Source: an optimization exercise on an open RTL-to-GDS flow (aim: small area, a short achievable clock period and few clock cycles per item). Production flows keep margins and buffers that such runs may drop.
At most, simulation tests tie the RTL to the original design; equivalence was not proved.
Power is estimated from default activity; no workload was simulated.

## overwriting_record_stack_drain_unit
module overwriting_record_stack_drain_unit #(
    parameter int DEPTH        = 16,
    parameter int RECORD_BYTES = 8
) (
    input  logic        i_clk,
    input  logic        i_rst_n,
    input  logic        in_valid,
    output logic        in_ready,
    input  logic        in_opcode,
    input  logic [63:0] in_entry_data,
    input  logic        in_reserve_slot,
    output logic        out_valid,
    input  logic        out_ready,
    output logic        out_is_header,
    output logic [63:0] out_record_data,
    output logic [4:0]  out_header_count,
    output logic [4:0]  out_popped,
    output logic        out_last,
    input  logic        cfg_valid,
    output logic        cfg_ready,
    input  logic [4:0]  cfg_data
);
    logic [ors_pkg::DEPTH-1:0]  w_we;
    logic [ors_pkg::DEPTH-1:0]  w_rsel;
    logic [63:0]                w_rdata;
    logic                       w_ld_rec;
    logic                       w_ld_hdr;
    logic [4:0]                 w_hdr_popped;
    logic                       w_hdr_rsv;
    assign cfg_ready = 1'b1;
    ors_ctrl u_ctrl (
        .i_clk          (i_clk),
        .i_rst_n        (i_rst_n),
        .i_in_valid     (in_valid),
        .i_opcode       (in_opcode),
        .i_reserve_slot (in_reserve_slot),
        .i_cfg_valid    (cfg_valid),
        .i_cfg_data     (cfg_data),
        .i_out_ready    (out_ready),
        .o_in_ready     (in_ready),
        .o_out_valid    (out_valid),
        .o_we           (w_we),
        .o_rsel         (w_rsel),
        .o_ld_rec       (w_ld_rec),
        .o_ld_hdr       (w_ld_hdr),
        .o_hdr_popped   (w_hdr_popped),
        .o_hdr_rsv      (w_hdr_rsv)
    );
    ors_ram #(
        .WIDTH (8 * RECORD_BYTES),
        .DEPTH (ors_pkg::DEPTH)
    ) u_ram (
        .i_clk   (i_clk),
        .i_we    (w_we),
        .i_wdata (in_entry_data),
        .i_rsel  (w_rsel),
        .o_rdata (w_rdata)
    );
    ors_dp u_dp (
        .i_clk          (i_clk),
        .i_ld_rec       (w_ld_rec),
        .i_ld_hdr       (w_ld_hdr),
        .i_rdata        (w_rdata),
        .i_hdr_popped   (w_hdr_popped),
  ...
Settings: LEC_CHECK=0, ABC_CLOCK_PERIOD_IN_PS=2200, CAP_MARGIN=20, CORE_MARGIN=2, CORE_UTILIZATION=60, CTS_CLUSTER_DIAMETER=100, CTS_CLUSTER_SIZE=25, SETUP_SLACK_MARGIN=1.8, SLEW_MARGIN=20, TNS_END_PERCENT=10; clock period 4.0 ns.
run.sh (not shown) runs the stock make flow with config.mk's settings and CLKGATE_MAP_FILE= SYNTH_SCRIPT=/design/flow/synth_recipe.tcl, a recipe that flattens the netlist after the stock synthesis.
Then changed:
- ABC_CLOCK_PERIOD_IN_PS: 2200 -> 2000
- CORE_UTILIZATION: 60 -> 40
- SETUP_SLACK_MARGIN: 1.8 -> 2.0
The new run finished clean.
Cell area grows by 3.2%.
Critical path depth shrinks by 5.
Worst hold slack is better by 0.0072 ns.
Count of clock-buffer cells in the layout does not change.
Non-clock buffer count grows by 65.
Then changed:
- ABC_CLOCK_PERIOD_IN_PS: 2000 -> 2200
- CTS_CLUSTER_DIAMETER: 100 -> 80
- CTS_CLUSTER_SIZE: 25 -> 20
- SETUP_SLACK_MARGIN: 2.0 -> 1.8
=> The new run went through all stages and came out clean; area after synthesis is unchanged; worst hold slack got worse by 0.0061 ns; clock skew is higher by 0.0048 ns; clock-buffer cell count is higher by 18; core utilization is lower by 0.71 points; via count is lower by 1.3%; register-to-register slack stays flat.
Then changed:
- ABC_AREA: not set -> 1
- CTS_CLUSTER_DIAMETER: 80 -> 100
- CTS_CLUSTER_SIZE: 20 -> 25
- TNS_END_PERCENT: 10 -> not set
What happened:
- cell area goes up by 0.97%
- cell count goes up by 23%
- setup slack gets better by 0.099 ns
- via count goes up by 9.7%
- flip-flop and latch count is unchanged
No functional check of the RTL was part of any run of this note.

* * *

run 1:
overwriting_record_stack_drain_unit, a different RTL version from the one above (not shown whole).
Size: about 3200 cells after synthesis, about 1400 flip-flops, about 54000 sq um of cells after synthesis.
make LEC_CHECK=0 ABC_CLOCK_PERIOD_IN_PS=2200 CAP_MARGIN=20 CORE_MARGIN=2 CORE_UTILIZATION=40 CTS_CLUSTER_DIAMETER=100 CTS_CLUSTER_SIZE=25 SETUP_SLACK_MARGIN=1.6 SLEW_MARGIN=20 finish   # period 4.0 ns
Testbench counts of run 1, summed over its fixed seeds: cycles 4,048, items 3,840.
Setup changes, run 1 to run 2
Settings: TNS_END_PERCENT now 10, previously not set; ABC_AREA now 1, previously not set; SETUP_SLACK_MARGIN now 1.9, was 1.6.
Findings:
Via count of the first global-routing pass went up by a little under 10% going from run 1 to run 2.
Run 1 → run 2: final wirelength fell by 4.5 mm, sum of buffers and inverters on the critical path fell by 2, post-synthesis instance area rose by about 2.6%.
In the tables for run 1 and run 2, switching share of total power reads lower with run 1.
Run comparison: run 1 critical path capture point u_ctrl.r_wsel_oh[10]; run 2 critical path capture point out_record_data[12]
Buffering overhead (run 2 over run 1): increase, 0.47 points
The final reports for run 2 and run 1 show final critical-path required period lower in the former.
Input changes introduced in run 3 (baseline for comparison: run 2):
Settings: swapping 1.9 for 1.8 in SETUP_SLACK_MARGIN; clearing TNS_END_PERCENT, which used to be 10.
==> notes.md <==
Sort run 2 and run 3 by slew at the pin with the worst max-slew slack desc -> top: run 3. Total power of the final layout delta (run 3 − run 2): favourable. Each of the runs, namely run 2 and run 3, reached the end of the flow and came out clean. Global-route usage for run 3: 0.21 points down relative to run 2.
Input changes introduced in run 4 (baseline for comparison: run 3):
Settings: SETUP_SLACK_MARGIN now 1.9, was 1.8.
## What came out
As far as share of the clock period used by the worst path is concerned, run 4 and run 3 perform about the same. Re maximum clock path buffer count: no difference whatsoever between run 3 and run 4. Compared with run 3, post-layout instance area in run 4 increased slightly. Taking run 3 as the reference, in run 4 number of global-route vias before repair rose about 0.4%; clock network area share about even.
Edits applied to the flow inputs when going from run 4 to run 5:
Settings: ABC_AREA: 1 -> unset; SETUP_SLACK_MARGIN: 1.9 -> 1.8.
--- outcome ---
Looking at slowest stage cell on the critical path, the edfxtp_1 result is from run 4; the mux4_2 one comes from run 5. Re count of clock buffers in the final design: run 4 was lower than run 5. When the final numbers for run 4 and run 5 were put side by side, the slack of the critical path turned out to be greater in run 4. Going from run 4 to run 5, share of the clock period used by the worst path after layout grew by 6.2 points; post-route non-filler standard cell count moved down; register cell area after layout roughly the same; final estimated routing congestion in global placement increased by about 3.5% relative to the old numbers; arithmetic-cell share of the synthesized area counting full adders, half adders and majority gates was more or less identical. Compared with run 4, in run 5 part of the power in the clock network now larger, average wire per cell in the routed design increased by about 26% relative to the old numbers, worst setup slack before clock tree synthesis rose by 0.23 ns.

* * *

Setup of oak:
overwriting_record_stack_drain_unit with an RTL version that a note above also has.
For scale: ~1,400 flip-flops, ~160 I/O pins, about 55,000 um2 of cells after synthesis.
clock: 4.0 ns
lec_check: 0
abc_clock_period_in_ps: 2200
cap_margin: 20
core_margin: 2
core_utilization: 40
cts_cluster_diameter: 100
cts_cluster_size: 25
setup_slack_margin: 1.8
slew_margin: 20
tns_end_percent: 10
Input changes introduced in pine (baseline for comparison: oak):
-- flow/config.mk --
<<< oak, line 8
export ABC_CLOCK_PERIOD_IN_PS = 2200
>>> pine, line 8
export ABC_AREA = 1
export ABC_CLOCK_PERIOD_IN_PS = 2000
<<< oak, line 14
export SETUP_SLACK_MARGIN = 1.8
>>> pine, line 15
export SETUP_SLACK_MARGIN = 2.0
<<< oak, line 16
export TNS_END_PERCENT = 10
>>> pine, line 17
Results
Between pine and oak, the hold slack is higher for pine.
In the flow results for pine and oak, the clock network power share is smaller on pine.
Summary of pine over oak: cell area power density -2.5%; largest buffer count on any clock path ~0 delta; area growth from synthesis to layout +2.8 points.
pine — wire length of the first global-routing pass 4.3% higher, oak as reference
Looking at fraction of cell area in non-clock buffers, pine sits 1.2 points above oak.
Higher power among pine and oak: pine
Non-clock buffer count: higher on pine
[inputs] birch vs pine
-- flow/config.mk --
<<< pine, line 8
export ABC_AREA = 1
export ABC_CLOCK_PERIOD_IN_PS = 2000
>>> birch, line 8
export ABC_CLOCK_PERIOD_IN_PS = 2200
<<< pine, line 15
export SETUP_SLACK_MARGIN = 2.0
>>> birch, line 14
export SETUP_SLACK_MARGIN = 1.8
Results
pine finished all stages; the layout is clean. The final layout from birch, which completed every stage, passed the timing, DRC and antenna checks at the end of the flow. As of birch, average size of a mapped cell had risen by more than a quarter compared to pine. birch — post-route fraction of the period consumed by the critical path 0.28 points higher, pine as reference. Per the comparison of birch with pine, portion of netlist area occupied by mux cells shows an increase of 3.8 points; met1 layer wirelength in the final routing decreased about 2.8%; overall power of the completed layout now sits lower. Routed length on met2 (birch vs. pine) decreases by a few percent. Between birch and pine, it is birch whose non-clock inverter instance count of the final layout is lower, by 214. [compare] base=pine new=birch: worst hold slack dropped 0.023 ns, final instance area lost 2300 um2.
Function was not checked in any run of this note: the RTL went through the layout flow alone.

* * *

Another version of the RTL of overwriting_record_stack_drain_unit (not shown whole).
Size in the first run: about 3200 cells after synthesis, about 1400 flip-flops, about 160 I/O pins, about 55000 sq um of cells after synthesis.
Settings: LEC_CHECK=0, ABC_CLOCK_PERIOD_IN_PS=2200, CAP_MARGIN=20, CORE_MARGIN=2, CORE_UTILIZATION=40, CTS_BUF_LIST=sky130_fd_sc_hd__clkbuf_8, CTS_CLUSTER_SIZE=30, SETUP_SLACK_MARGIN=1.8, SLEW_MARGIN=20; clock period 4.0 ns.
The baseline completed with no timing, DRC or antenna violations.
Change:
--- a/flow/config.mk
+++ b/flow/config.mk
@@ -10,5 +10,3 @@
 export CORE_MARGIN = 2
-export CORE_UTILIZATION = 40
-export CTS_BUF_LIST = sky130_fd_sc_hd__clkbuf_8
-export CTS_CLUSTER_SIZE = 30
+export CORE_UTILIZATION = 60
 export SETUP_SLACK_MARGIN = 1.8
Outcome:
- The new run completed with no timing, DRC or antenna violations
- register-to-register slack loses 0.03 ns
- sequential share of layout area goes up by 0.31 points
- routed wire length fell by a few percent
- power came out higher by a few percent
- worst hold slack improves by 0.014 ns
- sequential cell count is unchanged
- cell count falls by roughly a tenth
- clock power goes up by roughly a tenth
- count of clock-buffer cells in the layout went down by 45
No functional check of the RTL was part of any run of this note.

[static timing again, ports no longer ideal]
In the flow no input, the clock included, has a driving cell. The finished layouts below were timed again as built, in two steps.
Step 1 sets driving cells, clkbuf_16 on the clock port and buf_2 on the other inputs (assumed; they add their load-dependent delay and slew).
Step 2 adds t to the input delays and takes it off the output delays; t is the mean of the earliest and latest rising clock arrival at the registers after step 1. Input paths then give back, and output paths get back, about the clock's delay inside the block.
Three values: ideal, step 1, step 2; two values: the first two.
run	t, ns	slack for setup (ns)	worst hold slack (ns)	slew at the worst register clock pin (ns)
the first run of note 1	0.725	1.616 / 1.571 / 0.955	0.435 / 0.435 / 0.435	0.10 / 0.10
the second run of note 1	0.765	1.638 / 1.638 / 1.231	0.442 / 0.442 / 0.442	0.11 / 0.11
the third run of note 1	0.790	1.605 / 1.534 / 0.961	0.436 / 0.436 / 0.436	0.09 / 0.09
the fourth run of note 1	0.758	1.704 / 1.628 / 1.101	0.448 / 0.434 / 0.448	0.11 / 0.11
run 1	0.769	1.570 / 1.562 / 0.848	0.460 / 0.460 / 0.460	0.11 / 0.11
run 2	0.762	1.789 / 1.714 / 1.150	0.450 / 0.450 / 0.450	0.10 / 0.10
run 3	0.748	1.839 / 1.764 / 1.277	0.471 / 0.462 / 0.471	0.10 / 0.10
run 4	0.750	1.835 / 1.759 / 1.216	0.468 / 0.468 / 0.468	0.10 / 0.10
run 5	0.730	1.587 / 1.587 / 1.048	0.452 / 0.452 / 0.452	0.11 / 0.11
oak	0.760	1.597 / 1.527 / 0.966	0.443 / 0.443 / 0.443	0.11 / 0.11
pine	0.762	1.678 / 1.600 / 1.357	0.450 / 0.406 / 0.450	0.11 / 0.11
birch	0.746	1.667 / 1.667 / 1.001	0.426 / 0.426 / 0.426	0.11 / 0.11
the first run of note 4	0.989	1.530 / 1.473 / 0.609	0.418 / 0.418 / 0.418	0.07 / 0.07
the second run of note 4	0.818	1.499 / 1.499 / 0.943	0.432 / 0.427 / 0.432	0.07 / 0.07
After both steps setup and hold are still met in every run listed. The setup slack of the first run of note 4, which loses most, moves by -0.057 ns with the drivers and by -0.921 ns with both steps.
